Source: an optimization exercise on an open RTL-to-GDS flow (aim: small area and a short achievable clock period). Production flows keep margins and buffers that such runs may drop. In this exercise RTL edits were held to simulation tests only and were not proved equivalent to the original. No activity file was given, so power comes from the tool's default toggle rates.

File: flow/design.v
package memArbPkg;
  localparam int nMasters   = 4;   
  localparam int sliceLen   = 4;   
  localparam int addrW      = 6;   
  localparam int dataW      = 16;
  localparam int queueDepth = 4;   
  typedef logic [addrW-1:0]    addr_t;      
  typedef logic [dataW-1:0]    data_t;      
  typedef logic [nMasters-1:0] grant_t;     
  typedef logic [1:0]          slotCnt_t;   
  typedef enum logic [2:0] {
    idle = 3'd0,
    own0 = 3'd1,
    own1 = 3'd2,
    own2 = 3'd3,
    own3 = 3'd4
  } arbState_e;
endpackage
`timescale 1ns/1ps
module cmdQueueMaster (
  input  logic             clk,
  input  logic             rst,
  input  logic             cmdValid,
  input  logic             cmdWrite,
  input  memArbPkg::addr_t cmdAddr,
  input  memArbPkg::data_t cmdData,
  input  logic             pop,         
  input  logic             nextPop,     
  output logic             cmdFull,
  output logic             nextReq,     
  output logic             nextWrite,   
  output memArbPkg::addr_t nextAddr,
  output memArbPkg::data_t nextData
);
  localparam int CW = 1 + memArbPkg::addrW + memArbPkg::dataW;   
  logic [CW-1:0] q [4];
  logic [1:0]    wrPtr;
  logic [3:0]    rdOne;     
  logic [4:0]    level;     
  logic [4:0]    src;       
  logic          push;
  logic [3:0]    rdOneNext;
  logic [4:0]    levelNext;
  logic          bypassNext;
  logic [CW-1:0] head;
  assign cmdFull = level[4];
  assign push    = cmdValid && !level[4];
  assign nextReq = !src[4] || push;
  always_ff @(posedge clk) begin
    if (push) begin
      q[wrPtr] <= {cmdWrite, cmdAddr, cmdData};
    end
  end
  always_comb begin
    rdOneNext = pop ? {rdOne[2:0], rdOne[3]} : rdOne;
    case ({push, pop})
      2'b10:   levelNext = {level[3:0], 1'b0};
      2'b01:   levelNext = {1'b0, level[4:1]};
      default: levelNext = level;
    endcase
    bypassNext = levelNext[0] || (levelNext[1] && nextPop);
  end
  always_ff @(posedge clk or negedge rst) begin
    if (!rst) begin
      wrPtr <= '0;
      rdOne <= 4'b0001;
      level <= 5'b00001;
      src   <= 5'b10000;
    end else begin
      if (push) wrPtr <= wrPtr + 2'd1;
      rdOne <= rdOneNext;
      level <= levelNext;
      for (int k = 0; k < 4; k++) begin
        src[k] <= !bypassNext && (nextPop ? rdOneNext[(k + 3) % 4] : rdOneNext[k]);
      end
      src[4] <= bypassNext;
    end
  end
  always_comb begin
    head = {cmdWrite, cmdAddr, cmdData} & {CW{src[4]}};
    for (int k = 0; k < 4; k++) begin
      head = head | (q[k] & {CW{src[k]}});
    end
  end
  assign {nextWrite, nextAddr, nextData} = head;
endmodule
`timescale 1ns/1ps
module sliceArbiter (
  input  logic                           clk,
  input  logic                           rst,
  input  logic [memArbPkg::nMasters-1:0] nextReq,    
  output memArbPkg::grant_t              gnt,        
  output memArbPkg::grant_t              gntAhead    
);
  memArbPkg::slotCnt_t cntAhead;   
  memArbPkg::grant_t   pick;
  logic                idle;
  logic                sliceEnd;
  assign idle     = (gntAhead == '0);
  assign sliceEnd = (cntAhead == 2'd3);
  always_comb begin
    pick = gntAhead;
    if (idle) begin
      casez (nextReq)
        4'b???1: pick = 4'b0001;
        4'b??10: pick = 4'b0010;
        4'b?100: pick = 4'b0100;
        4'b1000: pick = 4'b1000;
        default: pick = 4'b0000;
      endcase
    end else if (sliceEnd) begin
      pick = '0;
      for (int o = 0; o < 4; o++) begin
        if (gntAhead[o]) begin
          for (int k = 3; k >= 0; k--) begin
            if (nextReq[(o + 1 + k) % 4]) pick = 4'(1 << ((o + 1 + k) % 4));
          end
        end
      end
    end
  end
  always_ff @(posedge clk or negedge rst) begin
    if (!rst) begin
      gnt      <= '0;
      gntAhead <= '0;
      cntAhead <= '0;
    end else begin
      gnt      <= gntAhead;
      gntAhead <= pick;
      cntAhead <= (idle || sliceEnd) ? 2'd0 : cntAhead + 2'd1;
    end
  end
endmodule
`timescale 1ns/1ps
module sharedRam (
  input  logic                           clk,
  input  logic                           rst,
  input  logic [memArbPkg::nMasters-1:0] issPop,     
  input  logic                           issWrite,   
  input  logic                           issWe,      
  input  logic [7:0]                     issHi,      
  input  logic [7:0]                     issLo,      
  input  logic                           phase,      
  input  memArbPkg::data_t               issDataX,   
  output logic [memArbPkg::nMasters-1:0] rdValid,
  output memArbPkg::data_t               rdData
);
  localparam int NW = 2**memArbPkg::addrW;
  localparam int DW = memArbPkg::dataW;
  logic [NW-1:0][DW-1:0] mem;       
  logic [NW-1:0]         wordSel;
  logic [NW-1:0]         wordWe;
  logic [NW-1:0]         wordHold;
  logic [DW-1:0]         wrBits;
  logic [DW-1:0]         rdWord;    
  logic [7:0] rowWe;
  for (genvar h = 0; h < 8; h++) begin : gRow
    ramAnd2 uWe  (.a(issHi[h]), .b(issWe), .y(rowWe[h]));
  end
  for (genvar w = 0; w < NW; w++) begin : gWord
    ramAnd2  uSel  (.a(issHi[w/8]), .b(issLo[w%8]), .y(wordSel[w]));
    ramAnd2  uWe   (.a(rowWe[w/8]), .b(issLo[w%8]), .y(wordWe[w]));
    ramNand2 uHold (.a(rowWe[w/8]), .b(issLo[w%8]), .y(wordHold[w]));
  end
  assign wrBits = issDataX;
  always_ff @(posedge clk) begin
    for (int w = 0; w < NW; w++) begin
      mem[w] <= ~((mem[w] | {DW{wordWe[w]}}) & ({DW{wordHold[w]}} | wrBits));
    end
  end
  for (genvar b = 0; b < DW; b++) begin : gRead
    logic [NW/8-1:0]  oct;    
    logic [NW/16-1:0] hexN;   
    for (genvar k = 0; k < NW/8; k++) begin : gOct
      logic [7:0] bits;
      for (genvar j = 0; j < 8; j++) begin : gBit
        assign bits[j] = mem[8*k+j][b];
      end
      ramOr8 u (.a(bits), .s(wordSel[8*k +: 8]), .y(oct[k]));
    end
    for (genvar k = 0; k < NW/16; k++) begin : gHex
      ramNor2 u (.a(oct[2*k]), .b(oct[2*k+1]), .y(hexN[k]));
    end
    ramNand4 uAll (.a(hexN[0]), .b(hexN[1]), .c(hexN[2]), .d(hexN[3]), .y(rdWord[b]));
  end
  always_ff @(posedge clk) begin
    rdData <= rdWord ^ {DW{phase}};
  end
  always_ff @(posedge clk or negedge rst) begin
    if (!rst) begin
      rdValid <= '0;
    end else begin
      rdValid <= issPop & {memArbPkg::nMasters{!issWrite}};
    end
  end
endmodule
module ramAnd2 (input logic a, input logic b, output logic y);
  assign y = a & b;
endmodule
module ramNand2 (input logic a, input logic b, output logic y);
  assign y = !(a & b);
endmodule
module ramOr8 (input logic [7:0] a, input logic [7:0] s, output logic y);
  logic [3:0] pairN;   
  always_comb begin
    for (int k = 0; k < 4; k++) begin
      pairN[k] = !((a[2*k] & s[2*k]) | (a[2*k+1] & s[2*k+1]));
    end
  end
  assign y = !(&pairN);
endmodule
module ramNand4 (input logic a, input logic b, input logic c, input logic d, output logic y);
  assign y = !(a & b & c & d);
endmodule
module ramNor2 (input logic a, input logic b, output logic y);
  assign y = !(a | b);
endmodule
`timescale 1ns/1ps
module sharedMemSys (
  input  logic                           clk,
  input  logic                           rst,
  input  logic [memArbPkg::nMasters-1:0] cmdValid,
  input  logic [memArbPkg::nMasters-1:0] cmdWrite,
  input  logic [memArbPkg::nMasters*memArbPkg::addrW-1:0] cmdAddr,   
  input  logic [memArbPkg::nMasters*memArbPkg::dataW-1:0] cmdData,   
  output logic [memArbPkg::nMasters-1:0] cmdFull,
  output logic [memArbPkg::nMasters-1:0] rdValid,
  output memArbPkg::data_t               rdData,
  output memArbPkg::grant_t              gnt
);
  localparam int NM = memArbPkg::nMasters;
  localparam int AW = memArbPkg::addrW;
  localparam int DW = memArbPkg::dataW;
  logic [NM-1:0]     nextReq;
  logic [NM-1:0]     nextWrite;
  logic [NM*AW-1:0]  nextAddr;
  logic [NM*DW-1:0]  nextData;
  memArbPkg::grant_t nextGnt;   
  logic [NM-1:0]     nextPop;   
  logic [NM-1:0]    issPop;     
  logic             issWrite;
  logic             issWe;
  logic [7:0]       issHi;
  logic [7:0]       issLo;
  memArbPkg::data_t issDataX;   
  logic             phase;      
  for (genvar i = 0; i < NM; i++) begin : gMaster
    cmdQueueMaster queueMaster (
      .clk       (clk),
      .rst       (rst),
      .cmdValid  (cmdValid[i]),
      .cmdWrite  (cmdWrite[i]),
      .cmdAddr   (cmdAddr[i*AW +: AW]),
      .cmdData   (cmdData[i*DW +: DW]),
      .pop       (issPop[i]),
      .nextPop   (nextPop[i]),
      .cmdFull   (cmdFull[i]),
      .nextReq   (nextReq[i]),
      .nextWrite (nextWrite[i]),
      .nextAddr  (nextAddr[i*AW +: AW]),
      .nextData  (nextData[i*DW +: DW])
    );
  end
  sliceArbiter arbiter (
    .clk      (clk),
    .rst      (rst),
    .nextReq  (nextReq),
    .gnt      (gnt),
    .gntAhead (nextGnt)
  );
  localparam int CW = 1 + AW + DW;   
  logic             selWrite;
  memArbPkg::addr_t selAddr;
  memArbPkg::data_t selData;
  logic [CW-1:0]    sel;
  for (genvar c = 0; c < CW; c++) begin : gSel
    logic [NM-1:0] bits;
    for (genvar i = 0; i < NM; i++) begin : gBit
      if (c == CW - 1) begin : gW
        assign bits[i] = nextWrite[i];
      end else if (c >= DW) begin : gA
        assign bits[i] = nextAddr[i*AW + c - DW];
      end else begin : gD
        assign bits[i] = nextData[i*DW + c];
      end
    end
    issSel4 u (.a(bits), .g(nextGnt), .y(sel[c]));
  end
  assign {selWrite, selAddr, selData} = sel;
  assign nextPop = nextGnt & nextReq;
  always_ff @(posedge clk or negedge rst) begin
    if (!rst) begin
      issPop   <= '0;
      issWe    <= 1'b0;
      phase    <= 1'b0;
    end else begin
      phase    <= !phase;
      issPop   <= nextPop;
      issWe    <= |(nextPop & nextWrite);
    end
  end
  always_ff @(posedge clk) begin
    issWrite <= selWrite;
    for (int k = 0; k < 8; k++) begin
      issHi[k] <= (selAddr[5:3] == 3'(k));
      issLo[k] <= (selAddr[2:0] == 3'(k));
    end
    issDataX <= selData ^ {DW{!phase}};
  end
  sharedRam ram (
    .clk      (clk),
    .rst      (rst),
    .issPop   (issPop),
    .issWrite (issWrite),
    .issWe    (issWe),
    .issHi    (issHi),
    .issLo    (issLo),
    .phase    (phase),
    .issDataX (issDataX),
    .rdValid  (rdValid),
    .rdData   (rdData)
  );
endmodule
module issSel4 (input logic [3:0] a, input logic [3:0] g, output logic y);
  assign y = !(!((a[0] & g[0]) | (a[1] & g[1])) & !((a[2] & g[2]) | (a[3] & g[3])));
endmodule
File: flow/flow/run.sh
#!/bin/bash
# standard layout, with port buffers of a plain buffer cell instead of the
# delay-type buffer buffer_ports picks on its own, and timing repair free to
# change a cell's drive strength (not only within its footprint)
set -euo pipefail
bash standard.sh "BUFFER_PORTS_ARGS=-buffer_cell sky130_fd_sc_hd__buf_2" MATCH_CELL_FOOTPRINT=0 finish > make_finish.log 2>&1
File: flow/standard.sh
#!/bin/bash
# synth_recipe.tcl (not shown) runs the flow's synth.tcl, then flattens the netlist and writes it again
# the make line also repeats each setting of config.mk as NAME=value (left out here)
make -C /OpenROAD-flow-scripts/flow DESIGN_CONFIG=/design/flow/config.mk WORK_HOME=/design/flow/orfs CLKGATE_MAP_FILE= SYNTH_SCRIPT=/design/flow/synth_recipe.tcl "${@:-finish}"
File: flow/config.mk
export PLATFORM = sky130hd
export DESIGN_NAME = sharedMemSys
export DESIGN_NICKNAME = sharedMemSys
export VERILOG_FILES = /design/flow/design.v
export SDC_FILE = /design/flow/constraint.sdc
export NUM_CORES = 4
export LEC_CHECK = 0
export CAP_MARGIN = 20
export CORE_MARGIN = 2
export CORE_UTILIZATION = 62
export CTS_CLUSTER_DIAMETER = 70
export CTS_CLUSTER_SIZE = 30
export SETUP_SLACK_MARGIN = 1.95
export SLEW_MARGIN = 20
export SYNTH_HIERARCHICAL = 1
export TNS_END_PERCENT = 20
File: flow/constraint.sdc
create_clock -name core_clock -period 4.0 [get_ports {clk}]
set_input_delay 0.8000 -clock core_clock [delete_from_list [all_inputs] [get_ports {clk}]]
set_output_delay 0.8000 -clock core_clock [all_outputs]
set_load 0.01 [all_outputs]
==> reports/results.ini, run 1 <==
[finish]
regArea_sq_um=34770
layout-drive-gt1-share_pct=17.59
nets=4481
final_common_cell=dfxtp_1
multi_input_area_sq_um=18580
fill_cells=6849
synthToLayoutAreaGrowth_pct=4.554
final_cell_mix=dfxtp_1 (1,045), o22ai_1 (891), a22oi_1 (601)

[clock_network]
cts_tree=yes
clockBufferDepth=3
insertion_delay_ns=0.69
numClockSinks=1525
cts_made_buffers=69
clockRootBuffer=clkbuf_16
clk_pin_slew_worst_paths_ns=0.11
cts-htree-levels=3
cts_hold_buf=0

[sta]
fin_crit_sh_pct=56.06
skew_ns=0.03025
setup_viol=0
setup_tns_ns=0
rsz0062_at_grt=true
holdWs_ns=0.1888
fin_crit_ns=2.242
hold_viol=0
relSlewSlack_pct=21.79
tightest_slew_ns=1.173
clock.fmax_ghz=0.4460
slew_viol_final=0

[power]
power.density_nw_per_um2=675.6
ir_drop_v=0.0005981
leakagePower_nw=21.24

[floorplanning]
die_h_um=304.1
io_pins=126
initial_core_util_pct=62.34
die-area_sq_um=92500
row_count=110
fp.coreArea_sq_um=89600
die_w_um=304.1

[yosys]
syn_inst=4533
ys.flop_type=dfxtp_1
synth_cell_types=52
yosys.area.top_type_share_pct=38.46
synth_top_cell_by_area=dfxtp_1
synth_area_per_cell_sq_um=12.32
synth_edf_count=368
ys_seq_area_share_pct=62.04
synth_area_leaders=dfxtp_1 (38%), edfxtp_1 (20%), o22ai_1 (10%)
ys_ff_latch=1525
syn-num-nets=4656
async_flop_share_pct=5.508
synth_area_sq_um=55850
yosysWarnings=11

[detailed_routing]
antenna_left=0
drtIter0Drc=5824
drt-pass1-iter-count=10
wl_per_cell_um=28.53
dr_total_vias=39487
drc_errors=0
wl_mm=159.4
viasPerCell=7.066

[setup_path]
critPathKind=flop to flop
r2r_slack_ns=1.76
r2r_start=issLo[0]
crit_start=issLo[0]
rr_worst_depth=7
cp.arrival_ns=2.78
required_ns=4.54
critical_path.endpoint_type=flop
r2r_end=ram.rdData[7]
start_kind=flop
crit_end=ram.rdData[7]
cp_max_fo=16

[global_route]
grt_pass1_vias=37138
antenna_found_initial=15
grt_overflow=0
track_usage_pct=33.53
grt_pass1_wl_mm=239.7
grt_max_degree=66

[outcome]
outcome=complete, no violations

[placed_design]
portBuffers=125
dp_hpwl_mm=98.73
gp_congestion=0.8932

[worst_hold_path]
min_path_type=input pin to asynchronous set/reset pin

[job]
max_cap_violations=0

## power by group
part           internal, W  switching, W
clock network      0.00409       0.00508
logic              0.00279       0.00451
registers           0.0190       0.00394
## per-module statistics from Yosys (local to each module, per instance)
| module | flip-flops and latches | area [sq um] | copies in the design |
|---|---|---|---|
| ramNor2 | 0 | 3.754 | 64 |
| ramOr8 | 0 | 36.28 | 128 |
| sharedMemSys | 39 | 1155 | 1 |
| ramNand2 | 0 | 3.754 | 64 |
| ramNand4 | 0 | 6.256 | 16 |
| ramAnd2 | 0 | 6.256 | 136 |
| sharedRam | 1044 | 31440 | 1 |
| cmdQueueMaster | 108 | 4069 | 4 |
| issSel4 | 0 | 18.77 | 23 |
| sliceArbiter | 10 | 471.7 | 1 |
## synth_stat cells (all sizes together), types with 3 or more instances
library cell / count
a221oi: 4
o211ai: 17
and3b: 4
xor2: 16
dfstp: 12
a222oi: 92
a22oi: 658
o21ai: 20
a21oi: 19
nand2b: 21
nor2: 73
and2: 157
mux2: 17
nor3: 3
nor2b: 4
xnor2: 20
nand4: 145
clkbuf: 178
dfrtp: 72
o22ai: 1025
inv: 22
a21o: 5
nand2: 213
ha: 25
dfxtp: 1073
nor3b: 6
edfxtp: 368
and2b: 4
buf: 243
nand3: 4
## stage by stage
stage               cell area (sq um)  instances  setup slack, ns  power, W  util, %
floorplan                       55850       4533            2.012   0.02676        -
global placement                54960       5451            1.120   0.02975    61.34
detailed placement              54960       5451            1.124   0.02989    61.34
CTS                             58240       5581            1.797   0.03931    65.00
global route                    58390       5586            1.743   0.04089    65.17
finish                          58400       5588            1.758   0.03945    65.18
## cell type report
type                    instances  area share, %
flip-flops and latches       1525          59.55
multi-input cells            2566          31.82
clock buffers                  81          3.214
well taps                    1176          2.520
repair buffers                174          1.791
clock inverters                38         0.9427
inverters                      22         0.1414
diodes                          6        0.02571
## per-layer routing
layer	global-route usage (%)	wire length [um]	vias up	share of wire, %
met2	51.19	72050	1943	45
met5	0	70	-	0.044
met3	4.833	13230	313	8.3
met1	48.47	67380	19568	42
met4	13.27	6672	12	4.2
li1	-	-	17651	-
## what timing repair did
item / in CTS / in global routing
setup buffers: 10 / 0
gates resized for setup: 301 / 54
gates cloned: 1 / 0
endpoints found under the setup margin: 1091 / 942
pin swaps: 39 / 0
## cell families (layout without fill, tap and decap cells)
group	count (synthesis)	count (layout)	share of synthesized area [%]
adders and majority gates	25	25	0.5600
xor gates and xnor gates	36	36	0.5645
muxes	17	17	0.3427
buffers and inverters	443	315	6.127
AOI/OAI and AO/OA	1849	1849	24.46
other	0	6	0
and+or+nand+nor	638	639	5.910
DFF	1525	1525	62.04
## worst min-delay path by stage
stage	slack, ns	cells after the start	to	startpoint
floorplan	0.41	1	arbiter.cntAhead[0]	arbiter.cntAhead[0]
global placement	0.43	1	arbiter.cntAhead[0]	arbiter.cntAhead[0]
detailed placement	0.43	1	arbiter.cntAhead[0]	arbiter.cntAhead[0]
CTS	0.21	1	gMaster[3].queueMaster.wrPtr[1]	rst
global route	0.26	1	gMaster[3].queueMaster.wrPtr[1]	rst
finish	0.19	1	gMaster[3].queueMaster.wrPtr[1]	rst
## sequential cells by signal (all words and copies together), names as in the netlist, 2 cells and up
signal                     flops
ram.mem                     1024
gMaster.queueMaster.q        368
gMaster.queueMaster.level     20
gMaster.queueMaster.src       20
gMaster.queueMaster.rdOne     16
issDataX                      16
ram.rdData                    16
gMaster.queueMaster.wrPtr      8
issHi                          8
issLo                          8
arbiter.gntAhead               4
arbiter.gnt                    4
issPop                         4
ram.rdValid                    4
arbiter.cntAhead               2
## critical path, stage by stage (launching register included)
cell	delay [ns]
dfxtp_4	0.42
buf_12	0.16
and2_4	0.21
a22oi_1	0.38
nand4_1	0.31
nor2_2	0.32
nand4_1	0.14
xor2_1	0.16
==> run 2: changes to the inputs <==
--- a/flow/config.mk
+++ b/flow/config.mk
@@ -8,9 +8,9 @@
 export CAP_MARGIN = 20
 export CORE_MARGIN = 2
-export CORE_UTILIZATION = 62
+export CORE_UTILIZATION = 64
 export CTS_CLUSTER_DIAMETER = 70
 export CTS_CLUSTER_SIZE = 30
-export SETUP_SLACK_MARGIN = 1.95
+export SETUP_SLACK_MARGIN = 2.05
 export SLEW_MARGIN = 20
 export SYNTH_HIERARCHICAL = 1
-export TNS_END_PERCENT = 20
+export TNS_END_PERCENT = 50
==> run 2 against run 1 <==
Effect of this change:
- still clean on timing, DRC and antenna
- final area is 3.2% higher
- clock power decreased by 5.2%
- core utilization grew 4.4 points
- clock skew grew 0.0097 ns
- setup slack better by 0.089 ns
- sequential power barely moved
- flip-flop and latch count unchanged
- combinational power is 17% higher
- total power increased by 2.5%
- synthesized area stayed put
- clock-buffer cell count rose by 4
- critical endpoint is now ram.rdData[14]
- largest cell class unchanged
==> reports/results.ini, run 2 <==
[finish]
synthToLayoutAreaGrowth_pct=7.899
largestRegisters=ram.mem (1024), gMaster.queueMaster.q (368)
top_register=ram.mem
nets=4588  ; +2.4%
largest_reg_flops=1024  ; unchanged
final_area_sq_um=60260  ; +3.2%
layout-drive-gt1-share_pct=23.53  ; +5.9 points
final_common_cell=dfxtp_1
final_cell_mix=dfxtp_1 (1,028), o22ai_1 (891), a22oi_1 (499)

[global_route]
grt_pass1_vias=38054  ; +2.5%
grt_max_degree=65  ; -1.5%
grt_overflow=0  ; unchanged
grt_pass1_wl_mm=247.9  ; +3.4%
antenna_found_initial=12  ; -3
track_usage_pct=36.20  ; +2.7 points

[clock_network]
cts-htree-levels=3  ; unchanged
numClockSinks=1525  ; unchanged
cts_tree=yes
clockBufferDepth=3  ; unchanged
cts_made_buffers=67  ; -2.9%
clk_pin_slew_worst_paths_ns=0.11  ; about the same
clockRootBuffer=clkbuf_16
insertion_delay_ns=0.68  ; about the same

[yosys]
synthTopCellsByCount=dfxtp_1 (1,073), o22ai_1 (891), a22oi_1 (658)
synth_area_leaders=dfxtp_1 (38%), edfxtp_1 (20%), o22ai_1 (10%)
synth_area_per_cell_sq_um=12.32  ; unchanged
synth.most_common_cell=dfxtp_1
syn-num-nets=4656  ; unchanged
synth_area_sq_um=55850  ; unchanged
ys_ff_latch=1525  ; unchanged
syn_inst=4533  ; unchanged
ys.flop_type=dfxtp_1
synth_edf_count=368  ; unchanged
ys_seq_area_share_pct=62.04  ; unchanged
yosysWarnings=11  ; unchanged
synth_cell_types=52  ; unchanged
yosys.area.top_type_share_pct=38.46  ; unchanged
async_flop_share_pct=5.508  ; unchanged
synth_top_cell_by_area=dfxtp_1

[sta]
hold_viol=0  ; unchanged
tightest_slew_ns=1.239  ; +0.06582 ns
setup_viol=0  ; unchanged
clock.fmax_ghz=0.4645  ; +4.2%
fin_crit_ns=2.153  ; -0.08945 ns
skew_ns=0.03991  ; +0.009661 ns
slew_viol_final=0  ; unchanged
relSlewSlack_pct=17.40  ; -4.4 points
fin_crit_sh_pct=53.82  ; -2.2 points
setup_tns_ns=0  ; unchanged
rsz0062_at_grt=true

[detailed_routing]
drt-pass1-iter-count=9  ; -1
drtIter0Drc=6165  ; +5.9%
viasPerCell=7.241  ; +2.5%
antenna_left=0  ; unchanged
wl_mm=170.5  ; +6.9%
drc_errors=0  ; unchanged
wl_per_cell_um=30.07  ; +5.4%
dr_total_vias=41051  ; +4.0%

[power]
p_int_w=0.02612  ; +0.76%
clockPowerShare_pct=21.5  ; -1.8 points
leakagePower_nw=21.95  ; +3.4%
switching_power_w=0.01431  ; +5.8%
ir_drop_v=0.0005432  ; -9.2%
combPwrFrac_pct=21.1  ; +2.6 points
seqPwrFrac_pct=57.4  ; -0.9 points
power_switching_share_pct=35.40  ; +1.1 points
power.density_nw_per_um2=670.9  ; -0.69%

[setup_path]
critical_path.endpoint_type=flop
r2r_start=issLo[0]
cp_common_cell=nand4_1
start_kind=flop
path_cells=buf_12 -> and2_4 -> a22oi_2 -> nand4_1 -> nor2_4 -> nand4_1 -> xor2_1
cp_max_fo=8  ; -8
cp_slowest_cell=dfxtp_4
critical_path.max_stage_delay_ns=0.43  ; about the same
cp.arrival_ns=2.67  ; -0.11 ns
critPathKind=flop to flop
required_ns=4.52  ; -0.02 ns
crit_start=issLo[0]

[placed_design]
dp_hpwl_mm=101.2  ; +2.5%
gp_congestion=0.9124  ; +2.1%
portBuffers=125  ; unchanged
placed_cell_area_sq_um=54910  ; -0.10%

[floorplanning]
row_count=108  ; -1.8%
die_w_um=299.4  ; -1.6%
io_pins=126  ; unchanged
fp.coreArea_sq_um=86620  ; -3.3%
die-area_sq_um=89650  ; -3.1%
initial_core_util_pct=64.48  ; +2.1 points
die_h_um=299.4  ; -1.6%

[outcome]
outcome=complete, no violations

[job]
max_cap_violations=0  ; unchanged

[worst_hold_path]
min_path_type=input pin to asynchronous set/reset pin

## run 2: cell counts after synthesis
No cell type changed its count.
## run 2: logic make-up (layout without fill, tap and decap cells)
logic type,Yosys count,count (layout),share of synthesized area [%]
compound gates,1849,1849,24.46
xor+xnor,36,36,0.5645
fa+ha+maj,25,25,0.5600
buf+inv,443,404,6.127
flops,1525,1525,62.04
mux,17,17,0.3427
other cells,0,5,0
simple gates,638,653,5.910
## run 2: critical path, delay by kind of cell (launching register included)
family                 cells  cell delay (ns)
flip-flops                 1             0.43
XOR/XNOR                   1             0.18
AO/OA/AOI/OAI              1             0.26
AND/OR/NAND/NOR            4             0.92
buffers and inverters      1             0.17
## run 2: cell type report
cell class | count | area [sq um]
Inverter | 22 | 82.58
Tap cell | 1155 | 1445
Fill cell | 6226 | 26350
Antenna cell | 5 | 12.51
Sequential cell | 1525 | 34850
Multi-Input combinational cell | 2580 | 19500
Clock inverter | 28 | 349.1
Clock buffer | 85 | 1881
Timing Repair Buffer | 269 | 2143
## run 2: modules after synthesis, one instance, submodules excluded
module	times used	cells inside	area, sq um
ramNand4	16	1	6.256
sharedMemSys	1	85	1155
ramOr8	128	5	36.28
issSel4	23	3	18.77
ramNand2	64	1	3.754
sharedRam	1	2458	31440
cmdQueueMaster	4	240	4069
sliceArbiter	1	41	471.7
ramAnd2	136	1	6.256
ramNor2	64	1	3.754
## run 2: per-layer routing
| layer | global-route usage, % | wire length (um) |
|---|---|---|
| met3 | 6.291 | 16970 |
| met4 | 16.55 | 7786 |
| met5 | 0 | 84 |
| met1 | 51.88 | 68650 |
| met2 | 54.05 | 76980 |
## run 2: repair_timing
action,CTS,global route
gates cloned,13,6
gates resized for setup,486,190
pin swaps,114,118
buffers inserted,56,53
endpoints found under the setup margin,1185,616
hold buffers,0,0
## run 2: through the flow
step,total power (W),setup WS (ns),instances,utilization [%],hold slack [ns]
4_1_cts,0.03961,1.881,5605,68.19,0.2205
5_1_grt,0.04169,1.886,5668,69.57,0.2712
3_5_place_dp,0.03008,0.9872,5423,63.39,0.4284
6_report,0.04043,1.847,5669,69.57,0.2140
2_1_floorplan,0.02676,2.012,4533,-,0.4076
3_3_place_gp,0.02993,0.9733,5423,63.38,0.4239
## run 2: power groups by stage
stage	logic [W]	clock network, W	registers [W]
5_1_grt	0.00898	0.00927	0.0234
4_1_cts	0.00785	0.00876	0.0230
2_1_floorplan	0.00611	0	0.0206
3_3_place_gp	0.00669	0	0.0232
3_5_place_dp	0.00689	0	0.0232
6_report	0.00853	0.00869	0.0232
## run 2: path summary, 6_finish.rpt
| check | end | slack, ns | depth (start not counted) |
|---|---|---|---|
| worst max-delay path | ram.rdData[14] | 1.85 | 7 |
| worst min-delay path | gMaster[3].queueMaster.wrPtr[0] | 0.21 | 1 |
| worst max register to register | ram.rdData[14] | 1.85 | 7 |
| worst min register to register | arbiter.cntAhead[0] | 0.45 | 1 |
| max in group asynchronous | gMaster[0].queueMaster.level[0] | 2.86 | 2 |
| min in group core_clock | gMaster[0].queueMaster.q[1][10] | 0.35 | 1 |
==> run 3: changes to the inputs <==
--- a/flow/config.mk
+++ b/flow/config.mk
@@ -8,9 +8,9 @@
 export CAP_MARGIN = 20
 export CORE_MARGIN = 2
-export CORE_UTILIZATION = 64
+export CORE_UTILIZATION = 60
 export CTS_CLUSTER_DIAMETER = 70
 export CTS_CLUSTER_SIZE = 30
-export SETUP_SLACK_MARGIN = 2.05
+export SETUP_SLACK_MARGIN = 2.0
 export SLEW_MARGIN = 20
 export SYNTH_HIERARCHICAL = 1
-export TNS_END_PERCENT = 50
+export TNS_END_PERCENT = 40
==> run 3 against run 2 <==
Effect of this change:
- register-to-register slack improved by 0.07 ns
- critical endpoint is now rdValid[2]
- clock-buffer cell count did not move
- largest cell class unchanged
- via count is 3.3% lower
- first-iteration DRC count down 11%
- critical path type is now flop to output pin
- sequential share of layout area is 0.76 points higher
==> reports/results.ini, run 3 <==
[yosys]
yosysWarnings=11  ; unchanged
synth_top_cell_by_area=dfxtp_1
synth_area_leaders=dfxtp_1 (38%), edfxtp_1 (20%), o22ai_1 (10%)
ys_ff_latch=1525  ; unchanged
synth.most_common_cell=dfxtp_1
ys_seq_area_share_pct=62.04  ; unchanged
syn_inst=4533  ; unchanged
synth_cell_types=52  ; unchanged
synth_top_family_by_area=compound AO/OA/AOI/OAI gates
synth_area_sq_um=55850  ; unchanged
synth_area_per_cell_sq_um=12.32  ; unchanged
yosys.area_share.simple_pct=5.910  ; unchanged
synthTopCellsByCount=dfxtp_1 (1,073), o22ai_1 (891), a22oi_1 (658)
async_flop_share_pct=5.508  ; unchanged
syn-num-nets=4656  ; unchanged
synth_fa_ha_area_share_pct=0.5600  ; unchanged
synthMuxAreaShare_pct=0.3427  ; unchanged
yosys.area.top_type_share_pct=38.46  ; unchanged
synth_compound_area_share_pct=24.46  ; unchanged
ys.flop_type=dfxtp_1
synth_edf_count=368  ; unchanged
synth_xor_xnor_area_share_pct=0.5645  ; unchanged

[placed_design]
dp_hpwl_mm=101.1  ; about the same
portBuffers=125  ; unchanged
pre_cts_ws_ns=1.352  ; +0.3651 ns
gp_congestion=0.9103  ; -0.23%
place_inst=5517  ; +1.7%

[setup_path]
cp.arrival_ns=1.28  ; -1.39 ns
critical_path.max_stage_delay_ns=0.44  ; about the same
start_kind=flop
crit_family=flip-flops
critical_path.endpoint_type=output pin
cp_slowest_cell=dfrtp_1
critPathKind=flop to output pin
required_ns=3.20  ; -1.32 ns
path_cells=buf_2
critical_path_buf_inv_count=1  ; unchanged
cp_max_fo=1  ; -7

[finish]
largestRegisters=ram.mem (1024), gMaster.queueMaster.q (368)
largest_reg_flops=1024  ; unchanged
top_register=ram.mem
fin_cells=5687  ; +0.32%
final_cell_mix=dfxtp_1 (1,032), o22ai_1 (891), a22oi_1 (521)
synthToLayoutAreaGrowth_pct=6.476
multi_input_area_sq_um=19190  ; -1.6%
nets=4517  ; -1.5%
layout-drive-gt1-share_pct=20.87  ; -2.7 points
final_common_cell=dfxtp_1
fill_cells=7144  ; +15%
regArea_sq_um=34840  ; about the same

[worst_hold_path]
min_path_type=input pin to asynchronous set/reset pin

[clock_network]
numClockSinks=1525  ; unchanged
cts-htree-levels=3  ; unchanged
clockRootBuffer=clkbuf_16
insertion_delay_ns=0.69  ; about the same
clk_pin_slew_worst_paths_ns=0.11  ; about the same
cts_made_buffers=68  ; +1.5%
cts_tree=yes
clockBufferDepth=3  ; unchanged
cts_hold_buf=0  ; unchanged

[sta]
hold_viol=0  ; unchanged
setup_viol=0  ; unchanged
fin_crit_ns=2.082  ; -0.07045 ns
rsz0062_at_grt=true
relSlewSlack_pct=21.18  ; +3.8 points
clock.fmax_ghz=0.4802  ; +3.4%
tightest_slew_ns=1.182  ; -0.05675 ns
fin_crit_sh_pct=52.06  ; -1.8 points
setup_tns_ns=0  ; unchanged
fin_ws_ns=1.918  ; +0.07045 ns
skew_ns=0.03452  ; -0.005390 ns
slew_viol_final=0  ; unchanged

[floorplanning]
io_pins=126  ; unchanged
die_w_um=309.1  ; +3.2%
fp.coreArea_sq_um=91940  ; +6.1%
initial_core_util_pct=60.75  ; -3.7 points
die_h_um=309.1  ; +3.2%
die-area_sq_um=95540  ; +6.6%
row_count=111  ; +2.8%

[global_route]
track_usage_pct=33.52  ; -2.7 points
grt_pass1_vias=36613  ; -3.8%
antenna_found_initial=7  ; -5
grt_max_degree=85  ; +31%
grt_pass1_wl_mm=243.5  ; -1.8%
grt_overflow=0  ; unchanged

[power]
leakagePower_nw=21.52  ; -2.0%
power.density_nw_per_um2=670.9  ; about the same
ir_drop_v=0.0005541  ; +2.0%

[outcome]
outcome=complete, no violations

[detailed_routing]
viasPerCell=6.977  ; -3.6%
drc_errors=0  ; unchanged
drtIter0Drc=5472  ; -11%
wl_mm=165.5  ; -2.9%
wl_per_cell_um=29.10  ; -3.2%
antenna_left=0  ; unchanged
dr_total_vias=39681  ; -3.3%
drt-pass1-iter-count=8  ; -1

[job]
max_cap_violations=0  ; unchanged

## run 3: cell counts after synthesis
Identical to the previous run, type by type.
## run 3: layout make-up
cell class,instances,share of cell area [%]
sequential,1525,58.59
multi-input combinational,2576,32.27
inverter,22,0.1389
clock inverter,32,0.6733
clock buffer,85,3.270
timing repair buffer,201,2.432
tap,1243,2.615
antenna,3,0.01262
## run 3: final timing paths
path / slack, ns / to / cells after the start / startpoint
setup / recovery: 1.92 / rdValid[2] / 1 / ram.rdValid[2]
hold / removal: 0.16 / gMaster[3].queueMaster.wrPtr[1] / 1 / rst
setup reg to reg: 1.92 / ram.rdData[7] / 8 / issLo[3]
hold reg to reg: 0.45 / arbiter.cntAhead[0] / 1 / arbiter.cntAhead[0]
max in group asynchronous: 3.21 / gMaster[0].queueMaster.src[3] / 1 / rst
min in group core_clock: 0.35 / gMaster[3].queueMaster.q[2][1] / 1 / cmdData[49]
## run 3: Yosys stat by module (local to each module, per instance)
module | flip-flops and latches | cells | cell area, sq um | times used
ramAnd2 | 0 | 1 | 6.256 | 136
sharedRam | 1044 | 2458 | 31440 | 1
ramNand2 | 0 | 1 | 3.754 | 64
ramNand4 | 0 | 1 | 6.256 | 16
sliceArbiter | 10 | 41 | 471.7 | 1
issSel4 | 0 | 3 | 18.77 | 23
ramOr8 | 0 | 5 | 36.28 | 128
ramNor2 | 0 | 1 | 3.754 | 64
sharedMemSys | 39 | 85 | 1155 | 1
cmdQueueMaster | 108 | 240 | 4069 | 4
## run 3: timing repair
| item | 4_1_cts | 5_1_grt |
|---|---|---|
| resized for setup | 384 | 186 |
| setup endpoints to repair | 1120 | 376 |
| setup buffers | 19 | 18 |
| cloned | 5 | 7 |
| endpoints found under the hold margin | 0 | 0 |
| pin swaps | 62 | 97 |
## run 3: kinds of logic after synthesis
logic type,after synthesis
AO/OA/AOI/OAI,1849
flip-flops,1525
AND/OR/NAND/NOR,638
buffers and inverters,443
XOR/XNOR,36
adder cells (fa/ha/maj),25
multiplexers,17
## run 3: metrics by stage
| step | total power, W | utilization, % | hold slack (ns) | area, sq um |
|---|---|---|---|---|
| 6_report | 0.03990 | 64.68 | 0.1607 | 59470 |
| 5_1_grt | 0.04128 | 64.68 | 0.2273 | 59460 |
| 4_1_cts | 0.03932 | 63.61 | 0.3122 | 58480 |
| 3_5_place_dp | 0.02998 | 59.86 | 0.4283 | 55040 |
| 3_3_place_gp | 0.02988 | 59.86 | 0.4280 | 55040 |
| 2_1_floorplan | 0.02676 | - | 0.4076 | 55850 |
## run 3: where the power goes
part / total, W / internal [W] / switching [W]
combinational: 0.00783 / 0.00307 / 0.00476
clock: 0.00895 / 0.00388 / 0.00507
sequential: 0.0231 / 0.0191 / 0.00405
total: 0.0399 / 0.0260 / 0.0139
## run 3: metal layers
layer | global-route usage [%] | wire [um]
met1 | 48.82 | 69880
met2 | 50.96 | 74580
met3 | 4.316 | 13650
met4 | 13.46 | 7336
met5 | 0 | 46

==> afterwards: timing with drivers on the ports <==
How much do the figures lean on ideal ports? The routed layouts below were timed once more, with nothing changed but the port constraints.
Step 1, drivers: a clkbuf_16 drives clk and a buf_2 each remaining input, both assumed.
Step 2 adds t to the input delays and takes it off the output delays; t is the mean of the earliest and latest rising clock arrival at the registers after step 1. Input paths then give back, and output paths get back, about the clock's delay inside the block.
a / b / c = no drivers / after step 1 / after step 2; a / b = the first two.
run | shift t [ns] | setup WS [ns] | hold WS [ns] | worst slew at a driven data input, ns
run 1 | 0.746 | 1.758 / 1.758 / 1.599 | 0.189 / 0.186 / 0.450 | 0.09
run 2 | 0.726 | 1.847 / 1.814 / 1.532 | 0.214 / 0.168 / 0.449 | 0.09
run 3 | 0.750 | 1.918 / 1.840 / 1.641 | 0.161 / 0.157 / 0.446 | 0.08
After both steps every run listed still meets setup and hold. For run 2, which loses most, drivers alone change the setup slack by -0.033 ns; drivers and shift together by -0.315 ns.
